From an optimization exercise on the open Yosys and OpenROAD flow, aimed at small area; shortcuts taken in it are not production practice. Function was checked by simulation only, so behaviour that the tests miss may differ from the original. The flow treats the clock pin as an ideal source, which a real chip does not have. Power figures rest on the tool's default switching activity, not on a simulated workload.

==> inputs of trial 52 <==
Design pd_controller, start of the top module:
module pd_controller #(
  parameter int INPUT_WIDTH    = 18,
  parameter int OUTPUT_WIDTH   = 32,
  parameter int INTEGRAL_LIMIT = 2**24
) (
  input  logic                    clk,
  input  logic                    rst_n,
  input  logic                    enable,
  input  logic                    clear_integral,
  input  logic [INPUT_WIDTH-1:0]  kp_in,
  input  logic [INPUT_WIDTH-1:0]  ki_in,
  input  logic [INPUT_WIDTH-1:0]  setpoint_in,
  input  logic                    sample_valid,
  input  logic [INPUT_WIDTH-1:0]  sample,
  output logic                    sample_ready,
  output logic                    out_valid,
  input  logic                    out_ready,
  output logic [OUTPUT_WIDTH-1:0] out_data,
  output logic [OUTPUT_WIDTH-1:0] integral_out,
  output logic                    integral_sat,
  output logic                    busy,
  output logic [pd_pkg::OVR_W-1:0] overrun_count
);
==> flow/config.mk <==
export PLATFORM = sky130hd
export DESIGN_NAME = pd_controller
export DESIGN_NICKNAME = pd_controller
export VERILOG_FILES = /design/flow/design.v
export SDC_FILE = /design/flow/constraint.sdc
export NUM_CORES = 4
export LEC_CHECK = 0
export ABC_AREA = 1
export CAP_MARGIN = 20
export CORE_MARGIN = 2
export CORE_UTILIZATION = 40
export CTS_BUF_LIST = sky130_fd_sc_hd__clkbuf_8 sky130_fd_sc_hd__clkbuf_16
export PLACE_DENSITY = 0.6
export SLEW_MARGIN = 20
==> flow/constraint.sdc <==
create_clock -name core_clock -period 10.0 [get_ports {clk}]
set_input_delay 2.0000 -clock core_clock [delete_from_list [all_inputs] [get_ports {clk}]]
set_output_delay 2.0000 -clock core_clock [all_outputs]
set_load 0.01 [all_outputs]
standard.sh (not shown) runs the stock make flow with config.mk's settings and CLKGATE_MAP_FILE= SYNTH_SCRIPT=/design/flow/synth_recipe.tcl, a recipe that flattens the netlist after the stock synthesis.
==> flow/flow/run.sh <==
#!/bin/bash
# Standard synthesis, then an area-only re-mapping of its combinational logic
# (remap.tcl; registers, adders and their names are kept), then the standard
# layout with four changes: after floorplan, full adders are flipped to their
# dual form where that removes inverters (fa_flip.tcl, fa_flip.py); the port
# buffers use the smallest buffer cell; the clock tree has a clkbuf_16 root,
# clkbuf_8 leaves and no dummy loads; after CTS, leaves that drive many
# flip-flops become clkbuf_16 (clk_fix.tcl).
set -e
RES=$PWD/orfs/results/$FLOW_PLATFORM/pd_controller/base
bash standard.sh synth > standard_synth.log 2>&1
cp $RES/1_2_yosys.v $PWD/synth_standard.v
REMAP_LIB=$FLOW_HOME/platforms/$FLOW_PLATFORM/lib/sky130_fd_sc_hd__tt_025C_1v80.lib \
REMAP_TOP=$FLOW_TOP REMAP_IN=$PWD/synth_standard.v REMAP_OUT=$PWD/synth_remap.v \
  yosys -c $PWD/flow/remap.tcl > remap.log 2>&1
cp $PWD/synth_remap.v $RES/1_2_yosys.v
rm -f $RES/1_synth.odb $RES/1_synth.sdc
export FA_FLIP_DIR="$PWD/flow"
export FA_FLIP_WORK="$PWD"
export POST_FLOORPLAN_TCL="$PWD/flow/fa_flip.tcl"
export BUFFER_PORTS_ARGS="-buffer_cell sky130_fd_sc_hd__buf_1"
export CTS_ARGS="-sink_clustering_enable -repair_clock_nets -dont_use_dummy_load -root_buf sky130_fd_sc_hd__clkbuf_16 -buf_list {sky130_fd_sc_hd__clkbuf_8}"
export POST_CTS_TCL="$PWD/flow/clk_fix.tcl"
bash standard.sh > standard.log 2>&1
==> flow/flow/fa_flip_only.tcl.bak <==
# Flip full adders to their dual form where that removes inverters
# (FA(~a, ~b, ~c) = (~sum, ~carry)); fa_flip.py chooses the adders.
set ::ff_block [ord::get_db_block]
set ::ff_inv [[ord::get_db] findMaster sky130_fd_sc_hd__inv_1]
set ::ff_n 0

proc ff_is_inv {inst} {
  return [regexp {^sky130_fd_sc_hd__(clk)?inv_[0-9]+$} [[$inst getMaster] getName]]
}
proc ff_driver {net} {
  foreach it [$net getITerms] {
    if {[$it isOutputSignal]} { return [$it getInst] }
  }
  return ""
}
proc ff_new_net {} {
  incr ::ff_n
  return [odb::dbNet_create $::ff_block "fa_flip_net_$::ff_n"]
}
proc ff_new_inv {in_net out_net} {
  incr ::ff_n
  set inst [odb::dbInst_create $::ff_block $::ff_inv "fa_flip_inv_$::ff_n"]
  [$inst findITerm A] connect $in_net
  [$inst findITerm Y] connect $out_net
  return $inst
}
# a net that carries the complement of net
proc ff_complement {net} {
  set d [ff_driver $net]
  if {$d ne "" && [ff_is_inv $d]} { return [[$d findITerm A] getNet] }
  foreach it [$net getITerms] {
    if {[$it isInputSignal] && [ff_is_inv [$it getInst]]} {
      set y [[[$it getInst] findITerm Y] getNet]
      if {$y ne "NULL"} { return $y }
    }
  }
  set out [ff_new_net]
  ff_new_inv $net $out
  return $out
}
proc ff_flip {fa} {
  foreach p {A B CIN} {
    set it [$fa findITerm $p]
    set m [ff_complement [$it getNet]]
    $it disconnect
    $it connect $m
  }
  foreach p {SUM COUT} {
    set it [$fa findITerm $p]
    set y [$it getNet]
    if {$y eq "NULL"} { continue }
    set y2 [ff_new_net]
    $it disconnect
    $it connect $y2
    # inverters on y now see y2 directly
    foreach lit [$y getITerms] {
      set inst [$lit getInst]
      if {![$lit isInputSignal] || ![ff_is_inv $inst]} { continue }
      set z [[$inst findITerm Y] getNet]
      if {$z eq "NULL" || [llength [$z getBTerms]] > 0} { continue }
      foreach zit [$z getITerms] {
        if {[$zit getInst] ne $inst} {
          $zit disconnect
          $zit connect $y2
        }
      }
      odb::dbInst_destroy $inst
      odb::dbNet_destroy $z
    }
    if {[llength [$y getITerms]] > 0 || [llength [$y getBTerms]] > 0} {
      ff_new_inv $y2 $y
    } else {
      odb::dbNet_destroy $y
    }
  }
}
# remove inverters whose output drives nothing, and inverter pairs
proc ff_cleanup {} {
  set changed 1
  while {$changed} {
    set changed 0
    foreach inst [$::ff_block getInsts] {
      if {![ff_is_inv $inst]} { continue }
      set y [[$inst findITerm Y] getNet]
      set a [[$inst findITerm A] getNet]
      if {$y eq "NULL"} { continue }
      if {[llength [$y getITerms]] == 1 && [llength [$y getBTerms]] == 0} {
        odb::dbInst_destroy $inst
        odb::dbNet_destroy $y
        set changed 1
        continue
      }
      set d [ff_driver $a]
      if {$d ne "" && [ff_is_inv $d] && [llength [$y getBTerms]] == 0} {
        set src [[$d findITerm A] getNet]
        foreach it [$y getITerms] {
          if {[$it getInst] ne $inst} {
            $it disconnect
            $it connect $src
          }
        }
        odb::dbInst_destroy $inst
        odb::dbNet_destroy $y
        set changed 1
      }
    }
  }
}

set ff_count_before 0
foreach inst [$::ff_block getInsts] { if {[ff_is_inv $inst]} { incr ff_count_before } }
set ff_netlist $::env(FA_FLIP_WORK)/fa_flip_netlist.v
write_verilog $ff_netlist
set ff_list [exec python3 $::env(FA_FLIP_DIR)/fa_flip.py $ff_netlist 2> $::env(FA_FLIP_WORK)/fa_flip_py.log]
foreach name $ff_list {
  set fa [$::ff_block findInst $name]
  if {$fa eq "NULL"} { puts "fa_flip: no instance $name"; continue }
  ff_flip $fa
}
ff_cleanup
set ff_count_after 0
foreach inst [$::ff_block getInsts] { if {[ff_is_inv $inst]} { incr ff_count_after } }
puts "fa_flip: flipped [llength $ff_list] adders, inverters $ff_count_before -> $ff_count_after"
==> flow/flow/remap.tcl <==
# Re-map the combinational logic of the standard synthesis for area.
# The registers, full/half adders and tie cells of the standard synthesis
# are kept as they are (same cells, same names); everything else is handed
# to ABC with an area-only mapping script and mapped back to the library.
yosys -import
set lib $::env(REMAP_LIB)
set top $::env(REMAP_TOP)
read_liberty -ignore_miss_func $lib
read_verilog $::env(REMAP_IN)
hierarchy -top $top
set keep {}
foreach m [split [exec grep -o {sky130_fd_sc_hd__[a-z0-9_]*} $::env(REMAP_IN) | sort -u] "\n"] {
  if {[regexp {__(dfxtp|edfxtp|dfrtp|dfstp|dfxbp|dfrbp|dfbbp|dfsbp|edfxbp|sdf|dlx|dlrtp|fa_|ha_|conb_)} $m]} {
    lappend keep $m
  }
}
puts "remap: keeping [join $keep { }]"
foreach m $keep { setattr -mod -set keep_hierarchy 1 $m }
flatten
# the port wires of flattened cells are aliases; hide them so they go away
yosys rename -hide w:*.*
opt_clean -purge
abc -liberty $lib -dont_use sky130_fd_sc_hd__probe_p_8 -dont_use sky130_fd_sc_hd__probec_p_8 \
    -dont_use sky130_fd_sc_hd__lpflow_* -script "+strash; dch -f; amap; topo"
opt_clean -purge
hilomap -singleton -hicell sky130_fd_sc_hd__conb_1 HI -locell sky130_fd_sc_hd__conb_1 LO
splitnets
opt_clean -purge
insbuf -buf sky130_fd_sc_hd__buf_4 A X
yosys rename -enumerate
select $top
check
write_verilog -noattr -nohex -nodec -selected $::env(REMAP_OUT)
Other scripts of this flow, unchanged in this note and not shown: flow/flow/clk_fix.tcl, flow/flow/fa_flip.py, flow/flow/fa_flip.tcl
==> build 13: changes against trial 52 <==
==> flow/flow/run.sh (replaced) <==
#!/bin/bash
# Standard layout with four changes: after floorplan, full adders are flipped
# to their dual form where that removes inverters (fa_flip.tcl, fa_flip.py);
# the port buffers use the smallest buffer cell; the clock tree has a
# clkbuf_16 root, clkbuf_8 leaves and no dummy loads; after CTS, leaves that
# drive many flip-flops become clkbuf_16 (clk_fix.tcl).
export FA_FLIP_DIR="$PWD/flow"
export FA_FLIP_WORK="$PWD"
export POST_FLOORPLAN_TCL="$PWD/flow/fa_flip.tcl"
export BUFFER_PORTS_ARGS="-buffer_cell sky130_fd_sc_hd__buf_1"
export CTS_ARGS="-sink_clustering_enable -repair_clock_nets -dont_use_dummy_load -root_buf sky130_fd_sc_hd__clkbuf_16 -buf_list {sky130_fd_sc_hd__clkbuf_8}"
export POST_CTS_TCL="$PWD/flow/clk_fix.tcl"
bash standard.sh > standard.log 2>&1
removed: flow/flow/remap.tcl
==> trial 73: changes against trial 52 <==
removed: flow/flow/fa_flip_only.tcl.bak
==> qor summary <==
item	trial 73	build 13	trial 52
Cell Pwr Density	237.1 mW/mm2	249.8 mW/mm2	237.1 mW/mm2
Outcome	finished clean	finished clean	finished clean
Hold Path Origin	kp_q[12]	kp_q[15]	kp_q[12]
Detailed Route WL	26,560 um	26,720 um	26,560 um
Average detailed-routed wire length per instance	17.45 um	15.47 um	17.45 um
Min Clock Period, post-route	8.982 ns	8.882 ns	8.982 ns
Largest net degree at the start of global routing	46	63	46
Post-placement cell count	1,504	1,710	1,504
Instance area after placement	0.01154 mm2	0.01205 mm2	0.01154 mm2
Final worst hold slack	0.4561 ns	0.4218 ns	0.4561 ns
Met3 routed WL	1243 um	1472 um	1243 um
Data arrival time at the worst-slack endpoint	9.11 ns	9.02 ns	9.11 ns
Fill cell instance count of the final layout	2,567	2,793	2,567
Via count	7,948	8,359	7,948
Sequential cell power	0.806 mW	0.813 mW	0.806 mW
Last weighted congestion value of the routability-driven placer	0.8371	0.7969	0.8371
Normalized max-slew margin	0.3597	0.2822	0.3597
Sequential share of cell area	0.3198	0.3070	0.3198
Measured slew at the worst slew-check pin	0.9584 ns	1.076 ns	0.9584 ns
Tapcells inserted	335	378	335
Cell leakage power	4.113 nW	5.503 nW	4.113 nW
Combinational share of power	0.566	0.601	0.566
Inverters	115	157	115
Worst IR Drop VDD	0.1359 mV	0.1752 mV	0.1359 mV
Count of multi-input gates	705	839	705
Starting Density	0.4057	0.4075	0.4057
Power of the combinational group	1.59 mW	1.85 mW	1.59 mW

==> afterwards: timing with drivers on the ports <==
The flow's constraints put no driver on any port. The routed layouts listed below were extracted and timed again, unchanged, in two steps. Step 1 (the two cells are an assumption about what drives the block):
set clk [get_ports {clk}]
set_driving_cell -lib_cell sky130_fd_sc_hd__clkbuf_16 $clk
set_driving_cell -lib_cell sky130_fd_sc_hd__buf_2 [delete_from_list [all_inputs] $clk]
Step 2 times the ports against the registers' clock, not the clock port: input delays grow and output delays shrink by t, the midpoint of the rising clock arrivals with the driver on. Slacks: ideal ports / drivers / drivers and shift; pairs: ideal ports / drivers.
run | t, ns | setup slack, ns | slew at the worst register clock pin (ns)
trial 52 | 0.426 | 1.018 / 1.038 / 0.612 | 0.08 / 0.08
build 13 | 0.423 | 1.118 / 1.140 / 0.717 | 0.09 / 0.09
trial 73 | 0.426 | 1.018 / 1.038 / 0.612 | 0.08 / 0.08
After both steps setup and hold are still met in every run listed.
